Context: an optimization exercise on an open-source flow, tuned for small area, a short achievable clock period and few clock cycles. The choices shown serve that exercise and are no tape-out recipe.
Function not checked in this run: the RTL went through the layout flow alone.

$ cat flow/config.mk
export PLATFORM = sky130hd
export DESIGN_NAME = cnn_conv_engine
export DESIGN_NICKNAME = cnn_conv_engine
export VERILOG_FILES = /design/flow/design.v
export SDC_FILE = /design/flow/constraint.sdc
export NUM_CORES = 4
export LEC_CHECK = 0
export CAP_MARGIN = 20
export CORE_MARGIN = 2
export CORE_UTILIZATION = 40
export PLACE_DENSITY = 0.6
export SLEW_MARGIN = 20
$ cat flow/constraint.sdc
create_clock -name core_clock -period 10.5 [get_ports {clk_i}]
set_input_delay 2.1000 -clock core_clock [delete_from_list [all_inputs] [get_ports {clk_i}]]
set_output_delay 2.1000 -clock core_clock [all_outputs]
set_load 0.01 [all_outputs]
$ cat flow/design.v
package cnn_pkg;
   typedef enum logic [2:0] {S_IDLE, S_LOAD_K, S_FETCH, S_WRITE, S_ERR, S_DONE} state_e;
   function automatic integer k_taps(input integer k);
      k_taps = k * k;
   endfunction
   function automatic logic signed [63:0] sat_hi(input integer w);
      sat_hi = (64'sd1 <<< (w - 1)) - 64'sd1;
   endfunction
   function automatic logic signed [63:0] sat_lo(input integer w);
      sat_lo = -(64'sd1 <<< (w - 1));
   endfunction
endpackage
module cnn_mac_sat
#(
   parameter int DATA_W = 16,
   parameter int ACC_W  = 35
) (
   input  logic [ACC_W-1:0]  acc_i,
   input  logic [4:0]        shift_i,
   output logic [DATA_W-1:0] res_o
);
   logic signed [ACC_W-1:0] sh;
   logic                    ovf;
   assign sh    = $signed(acc_i) >>> shift_i;
   assign ovf   = ~(&sh[ACC_W-1:DATA_W-1]) & (|sh[ACC_W-1:DATA_W-1]);
   assign res_o = ovf ? {sh[ACC_W-1], {(DATA_W-1){~sh[ACC_W-1]}}} : sh[DATA_W-1:0];
endmodule
module cnn_conv_engine
#(
   parameter int DATA_W = 16,
   parameter int ADDR_W = 12,
   parameter int DIM_W  = 8,
   parameter int K      = 3,
   parameter int ACC_W  = 40
) (
   input  logic              clk_i,
   input  logic              rst_ni,
   input  logic              start_i,
   input  logic [ADDR_W-1:0] img_base_i,
   input  logic [ADDR_W-1:0] ker_base_i,
   input  logic [ADDR_W-1:0] out_base_i,
   input  logic [DIM_W-1:0]  img_w_i,
   input  logic [DIM_W-1:0]  img_h_i,
   input  logic [4:0]        shift_i,
   output logic              mem_rd_req_o,
   output logic              mem_wr_req_o,
   output logic [ADDR_W-1:0] mem_addr_o,
   output logic [DATA_W-1:0] mem_wdata_o,
   input  logic [DATA_W-1:0] mem_rdata_i,
   input  logic              mem_ready_i,
   output logic              busy_o,
   output logic              done_o,
   output logic              err_o
);
   localparam int AW = 2 * DATA_W + 3;
   logic              busy_q, kload_q, done_q, err_q;
   logic [DIM_W-1:0]  w_q, x_q, rem_q;
   logic [4:0]        shift_q;
   logic [2:0]        slot_q;
   logic [1:0]        wcnt_q;
   logic              first_q, flush_q;
   logic [ADDR_W-1:0] ibase_q, raddr_q, wptr_q;
   logic [DATA_W-1:0] ker_q [9];
   logic [DATA_W-1:0] pix_q, res_q;
   logic [AW-1:0]     a0_q [3];
   logic [AW-1:0]     a1_q [3];
   logic              accept, bad_dims, run, oddstrip, xz, oddm, lastcol, laststrip, wv;
   logic              rd_slot, wr_slot, rdreq, wrreq, adv, col_end, job_end, kdone;
   logic [1:0]        ky;
   logic              row, shft, cap;
   logic [ADDR_W-1:0] w12, d_1m2w, d_1m3w, ow12, d_1mow, rdelta, wdelta;
   logic [AW-1:0]     arow [3];
   logic [AW-1:0]     ain [3];
   logic [AW-1:0]     sum [3];
   logic [DATA_W-1:0] kval [3];
   logic [DATA_W-1:0] sat;
   assign accept   = start_i & ~busy_q;
   assign bad_dims = img_w_i < DIM_W'(3) || img_h_i < DIM_W'(3);
   assign run      = busy_q & ~kload_q;
   assign kdone    = kload_q & mem_ready_i & (x_q == DIM_W'(8));
   assign oddstrip  = rem_q == DIM_W'(1);
   assign laststrip = rem_q <= DIM_W'(2);
   assign xz        = wcnt_q == 2'd0;
   assign oddm      = oddstrip & ~xz;
   assign lastcol   = x_q == w_q - 1'b1;
   assign wv        = flush_q | (wcnt_q == 2'd3) | (xz & ~first_q);
   assign rd_slot = slot_q == 3'd0 || slot_q == 3'd1 || (slot_q == 3'd2 && oddm)
                 || (slot_q == 3'd3 && !oddm) || slot_q == 3'd5;
   assign wr_slot = (slot_q == 3'd2 && !oddm) || (slot_q == 3'd3 && oddm) || slot_q == 3'd4;
   assign rdreq   = run & rd_slot & ~flush_q;
   assign wrreq   = run & wr_slot & wv;
   assign adv     = ~(rdreq | wrreq) | mem_ready_i;
   assign job_end = run & adv & flush_q & ((slot_q == 3'd4) || (slot_q == 3'd3 && oddm));
   assign col_end = run & adv & (slot_q == 3'd5 || (slot_q == 3'd4 && oddstrip) || (slot_q == 3'd3 && oddm));
   assign mem_rd_req_o = kload_q | rdreq;
   assign mem_wr_req_o = wrreq;
   assign mem_addr_o   = wr_slot ? wptr_q : raddr_q;
   assign mem_wdata_o  = res_q;
   assign busy_o       = busy_q;
   assign done_o       = done_q;
   assign err_o        = err_q;
   assign w12    = ADDR_W'(w_q);
   assign d_1m2w = ADDR_W'(1) - (w12 << 1);
   assign d_1m3w = d_1m2w - w12;
   assign ow12   = w12 - ADDR_W'(2);
   assign d_1mow = ADDR_W'(3) - w12;
   always_comb begin
      if (kload_q)                                     rdelta = ADDR_W'(1);
      else if (slot_q == 3'd5)                         rdelta = lastcol ? d_1m2w : d_1m3w;
      else if ((slot_q == 3'd3 || slot_q == 3'd2) && oddstrip) rdelta = d_1m2w;
      else                                             rdelta = w12;
      if (slot_q == 3'd4)      wdelta = xz ? ADDR_W'(1) : d_1mow;
      else if (oddm)           wdelta = ADDR_W'(1);
      else                     wdelta = ow12;
   end
   always_comb begin
      ky = 2'd0; row = 1'b0; shft = 1'b0; cap = 1'b0;
      case (slot_q)
         3'd0: begin ky = 2'd2; row = 1'b1; end
         3'd1: begin ky = 2'd0; row = 1'b0; shft = 1'b1; cap = 1'b1; end
         3'd2: begin ky = 2'd1; row = 1'b0; end
         3'd3: if (oddm) begin ky = 2'd2; row = 1'b0; end
               else begin ky = 2'd0; row = 1'b1; shft = 1'b1; cap = 1'b1; end
         3'd4: begin ky = 2'd2; row = 1'b0; end
         default: begin ky = 2'd1; row = 1'b1; end
      endcase
   end
   always_comb begin
      for (int k = 0; k < 3; k++) begin
         kval[k] = ky == 2'd0 ? ker_q[k] : ky == 2'd1 ? ker_q[3 + k] : ker_q[6 + k];
         arow[k] = row ? a1_q[k] : a0_q[k];
      end
      ain[0] = shft ? '0 : arow[0];
      ain[1] = shft ? arow[0] : arow[1];
      ain[2] = shft ? arow[1] : arow[2];
      for (int k = 0; k < 3; k++)
         sum[k] = ain[k] + AW'($signed(pix_q) * $signed(kval[k]));
   end
   cnn_mac_sat #(.DATA_W(DATA_W), .ACC_W(AW)) u_sat (
      .acc_i   (arow[2]),
      .shift_i (shift_q),
      .res_o   (sat)
   );
   always_ff @(posedge clk_i or negedge rst_ni) begin
      if (!rst_ni) begin
         busy_q  <= 1'b0;
         kload_q <= 1'b0;
         done_q  <= 1'b0;
         err_q   <= 1'b0;
      end else begin
         done_q <= 1'b0;
         if (accept) begin
            err_q   <= bad_dims;
            done_q  <= bad_dims;
            busy_q  <= ~bad_dims;
            kload_q <= ~bad_dims;
         end else begin
            if (kdone) kload_q <= 1'b0;
            if (job_end) begin
               busy_q <= 1'b0;
               done_q <= 1'b1;
            end
         end
      end
   end
   always_ff @(posedge clk_i) begin
      if (accept) begin
         w_q     <= img_w_i;
         rem_q   <= img_h_i - DIM_W'(2);
         shift_q <= shift_i;
         ibase_q <= img_base_i;
         raddr_q <= ker_base_i;
         wptr_q  <= out_base_i;
         x_q     <= '0;
         slot_q  <= '0;
         wcnt_q  <= '0;
         first_q <= 1'b1;
         flush_q <= 1'b0;
      end
      if (kload_q && mem_ready_i) begin
         for (int i = 0; i < 8; i++) ker_q[i] <= ker_q[i + 1];
         ker_q[8] <= mem_rdata_i;
         raddr_q  <= kdone ? ibase_q : raddr_q + rdelta;
         x_q      <= kdone ? '0 : x_q + 1'b1;
      end
      if (rdreq && mem_ready_i) begin
         pix_q <= mem_rdata_i;
         raddr_q <= raddr_q + rdelta;
      end
      if (wrreq && mem_ready_i) wptr_q <= wptr_q + wdelta;
      if (run && adv) begin
         for (int k = 0; k < 3; k++) begin
            if (row) a1_q[k] <= sum[k];
            else     a0_q[k] <= sum[k];
         end
         if (cap) res_q <= sat;
         slot_q <= (col_end || job_end) ? 3'd0 : slot_q + 1'b1;
         if (col_end && !job_end) begin
            if (lastcol) begin
               if (laststrip) flush_q <= 1'b1;
               else begin
                  x_q     <= '0;
                  wcnt_q  <= '0;
                  first_q <= 1'b0;
                  rem_q   <= rem_q - DIM_W'(2);
               end
            end else begin
               x_q    <= x_q + 1'b1;
               wcnt_q <= wcnt_q == 2'd3 ? 2'd3 : wcnt_q + 1'b1;
            end
         end
      end
   end
endmodule
$ cat flow/run.sh
#!/bin/bash
# synth_recipe.tcl (not shown) runs the flow's synth.tcl, then flattens the netlist and writes it again
# the make line also repeats each setting of config.mk as NAME=value (left out here)
make -C /OpenROAD-flow-scripts/flow DESIGN_CONFIG=/design/flow/config.mk WORK_HOME=/design/flow/orfs CLKGATE_MAP_FILE= SYNTH_SCRIPT=/design/flow/synth_recipe.tcl finish
==> key figures <==
Drt
  – Vias per cell: 5.29
  – Post-route ant nets: 0
  – Detailed Route Iter0 Violations: 2,810
  – Final wirelength: 153,000 um
  – TritonRoute pass-1 iters: 6
  – Avg WL per Cell: 19.7 um
  – Post-route DRC violation count: 0
  – DR vias: 41,219

Placed design
  – GPL Wtd Cong: 0.908
  – PortBufs: 109
  – Dpl hpwl: 121,000 um

Logic synthesis
  – Post-Syn Area: 57,100 um^2
  – Sequential-to-total area share from yosys stat: 0.239
  – Syn Area/Cell: 9.95 um^2
  – Seq cells post-synth: 462
  – Ys async rst share: 0.00866
  – Top FF cell, synth: edfxtp_1
  – EDFF count, synth: 439
  – Syn. warnings: 15
  – Syn_nets: 7,004
  – Post-synthesis cell type count: 97
  – Syn Inst Count: 5,740

STA
  – Hold WS: 439 ps
  – Fin crit share: 0.959
  – Slew Viols, Final: 0
  – Fmax: 99.3 MHz
  – Final Hold Vio Count: 0
  – Worst-Margin Slew: 1210 ps
  – Tmin final: 10,070 ps
  – Slew headroom: 0.194
  – Final Skew: 51.3 ps
  – Final setup fails: 0

Floorplan
  – Initial cell density of the core: 0.403
  – Core box area: 142,000 um^2
  – Die Ht: 382 um
  – Die Wd: 382 um
  – I/O pin count: 110
  – Core Rows: 138
  – Die area: 146,000 um^2

GRT
  – Global-route wire length before repair: 243,000 um
  – Largest net degree at the start of global routing: 80
  – Initial antenna violation count: 0
  – All-Layer GR Usage: 0.211
  – GRT Residual Overflow: 0
  – Vias in the first global route: 43,062

CTS
  – H-tree levels: 2
  – CTS tree: done
  – CTS Buf Count: 55
  – CTS root buffer: clkbuf_16
  – Worst skew pair latency: 670 ps
  – Worst-case clock buffer depth: 3
  – CTS Sinks: 462
  – CTS Hold Bufs: 0
  – Reg clk slew, reported paths: 60 ps

Finish
  – Footprint of the multi-input gates: 39,200 um^2
  – Area Growth Syn to Fin: 11.2%
  – Layout cells sized above 1: 0.0772
  – Reg area: 13,700 um^2
  – N_diodes: 0
  – Nets@finish: 7,129
  – Layout fillers: 13,531

Setup path
  – Crit path top cell by count: fa_1
  – CP Class: flop to flop
  – Critical path required time: 11,000 ps
  – Critical Path Sink Type: flop
  – Crit path max-delay cell type: a21oi_1
  – CP peak stage delay: 530 ps
  – Arr. time, crit path: 10,570 ps
  – Critical path startpoint category: flop
  – Critical path fanouts, max: 28

Flow run
  – Max-cap check violation count: 0

Worst hold path
  – Hold/Removal Path Class: flop to flop

Status
  – Status: timing/DRC/antenna clean
==> cell usage after synthesis, types with 22 or more instances <==
library cell,instances,share of area
a31oi_1,28,0.0031
a21oi_1,211,0.018
edfxtp_1,439,0.23
o21a_1,33,0.0043
nor2_1,278,0.018
o21ai_0,186,0.016
a21o_1,88,0.012
nand2_1,565,0.037
nand4_1,38,0.0042
nor2b_1,30,0.0033
mux2_2,33,0.0065
clkbuf_1,205,0.013
o31ai_1,22,0.0029
ha_1,395,0.087
nand3_1,56,0.0049
nor3_1,41,0.0036
nand2b_1,26,0.0028
xor2_1,69,0.011
and3_1,25,0.0027
mux2i_1,235,0.041
o22ai_1,29,0.0032
a211oi_1,32,0.0042
inv_1,977,0.064
xnor2_1,177,0.027
o21bai_1,34,0.0045
fa_1,792,0.28
o211ai_1,28,0.0037
and2_1,373,0.041
==> placed cells by master (no fill, tap or decap), types with 19 or more instances in the layout <==
master             n
o22ai_1           29
and3_1            25
o21ai_2           30
nand3_1           56
ha_1             390
nand4_1           38
inv_1            974
o21bai_1          34
clkdlybuf4s50_1  109
edfxtp_1         439
o21ai_0          148
a21o_1            88
nor2_1           275
xnor2_1          173
nand2_1          565
and2_1           373
a21oi_1          204
o21ai_1           28
nor2b_1           30
a211oi_1          30
xor2_1            68
buf_4            169
mux2i_1          234
a31oi_1           24
o21a_1            33
mux2_2            33
o211ai_1          28
nor3_1            41
clkbuf_16         59
fa_1             791
o31ai_1           21
dfxtp_1           19
nand2b_1          26
==> kinds of logic after synthesis <==
kind of cell / count (synthesis) / synth area share
compound gates: 853 / 0.0977
xor+xnor: 247 / 0.0381
fa+ha+maj: 1187 / 0.364
buf+inv: 1215 / 0.0808
flops: 462 / 0.239
mux: 284 / 0.0539
simple gates: 1492 / 0.126
==> registers in the layout, summed over array words and instances, names as in the netlist <==
signal	cells
res_q	16
done_q	1
a1_q	105
busy_q	1
slot_q	3
wcnt_q	2
shift_q	5
err_q	1
ker_q	144
x_q	8
kload_q	1
wptr_q	12
raddr_q	12
first_q	1
ibase_q	12
a0_q	105
flush_q	1
w_q	8
rem_q	8
pix_q	16
==> stage by stage <==
step	utilization	setup TNS (ps)	cell area, um^2	worst slack, ps	cells
global route	0.449	-90.1	63500	-38.3	7795
floorplan	-	0	57100	128	5740
global placement	0.431	0	61100	56.8	7676
finish	0.449	0	63500	431	7795
detailed placement	0.431	-251	61100	-70.4	7676
CTS	0.444	0	62900	1.59	7773
==> path summary, 6_finish.rpt <==
path / from / endpoint / slack (ps) / depth (start not counted)
setup reg to reg: slot_q[1]$_SDFFCE_PP0P_ / a1_q[2][33]$_DFFE_PP_ / 430 / 37
min in group asynchronous: rst_ni / busy_q$_DFFE_PN0P_ / 1630 / 1
max in group asynchronous: rst_ni / kload_q$_DFFE_PN0P_ / 8710 / 1
hold / removal: ker_q[4][3]$_DFFE_PP_ / ker_q[3][3]$_DFFE_PP_ / 440 / 0
hold reg to reg: ker_q[4][3]$_DFFE_PP_ / ker_q[3][3]$_DFFE_PP_ / 440 / 0
setup / recovery: slot_q[1]$_SDFFCE_PP0P_ / a1_q[2][33]$_DFFE_PP_ / 430 / 37
==> routing by layer <==
metal | vias to the layer above | global-route usage | wire, um
met5 | - | 0 | 0
met2 | 1052 | 0.360 | 73800
li1 | 19048 | - | -
met4 | 0 | 0.0657 | 5260
met3 | 231 | 0.0194 | 6730
met1 | 20888 | 0.284 | 67500
==> area by class of cell <==
type,instances,share of cell area
Clock buffer,73,0.0240
Clock inverter,24,0.00404
Inverter,982,0.0581
Multi-Input combinational cell,4063,0.618
Sequential cell,462,0.215
Tap cell,1890,0.0372
Timing Repair Buffer,301,0.0435
==> worst max-delay path: cells and delay by family (launching register included) <==
kind,cells,cell delay [ps]
and+or+nand+nor,5,800
AOI/OAI and AO/OA,16,3480
xor gates and xnor gates,1,230
adders and majority gates,10,4040
buffers and inverters,5,830
DFF,1,470
==> repair_timing <==
action	CTS	global route
gates resized for setup	7	83
gates cloned	0	4
buffers inserted	0	16
pin swaps	0	14
setup endpoints to repair	6	34

==> port drivers added, routing unchanged <==
No port has a modelled driver above. Below, the same layout with a new extraction and two added sets of constraints. Step 1 assumes that a clkbuf_16 drives the clock port and a buf_2 every other input. Step 2 moves the port delays by t, midway between the first and last clock arrival at a register: inputs arrive t later, outputs are due t later. That takes back most of the time a late clock gives input paths. Three values: no drivers, after step 1, after step 2; two values: the first two.
shift t [ns]: 0.714
setup WS [ns]: 0.431 / 0.431 / 0.431
worst hold slack (ns): 0.439 / 0.439 / 0.439
worst data-port slew with drivers (ns): 0.07
After both steps this run still meets setup and hold. The setup slack of this run moves by 0.000 ns with the drivers and by 0.000 ns with both steps.
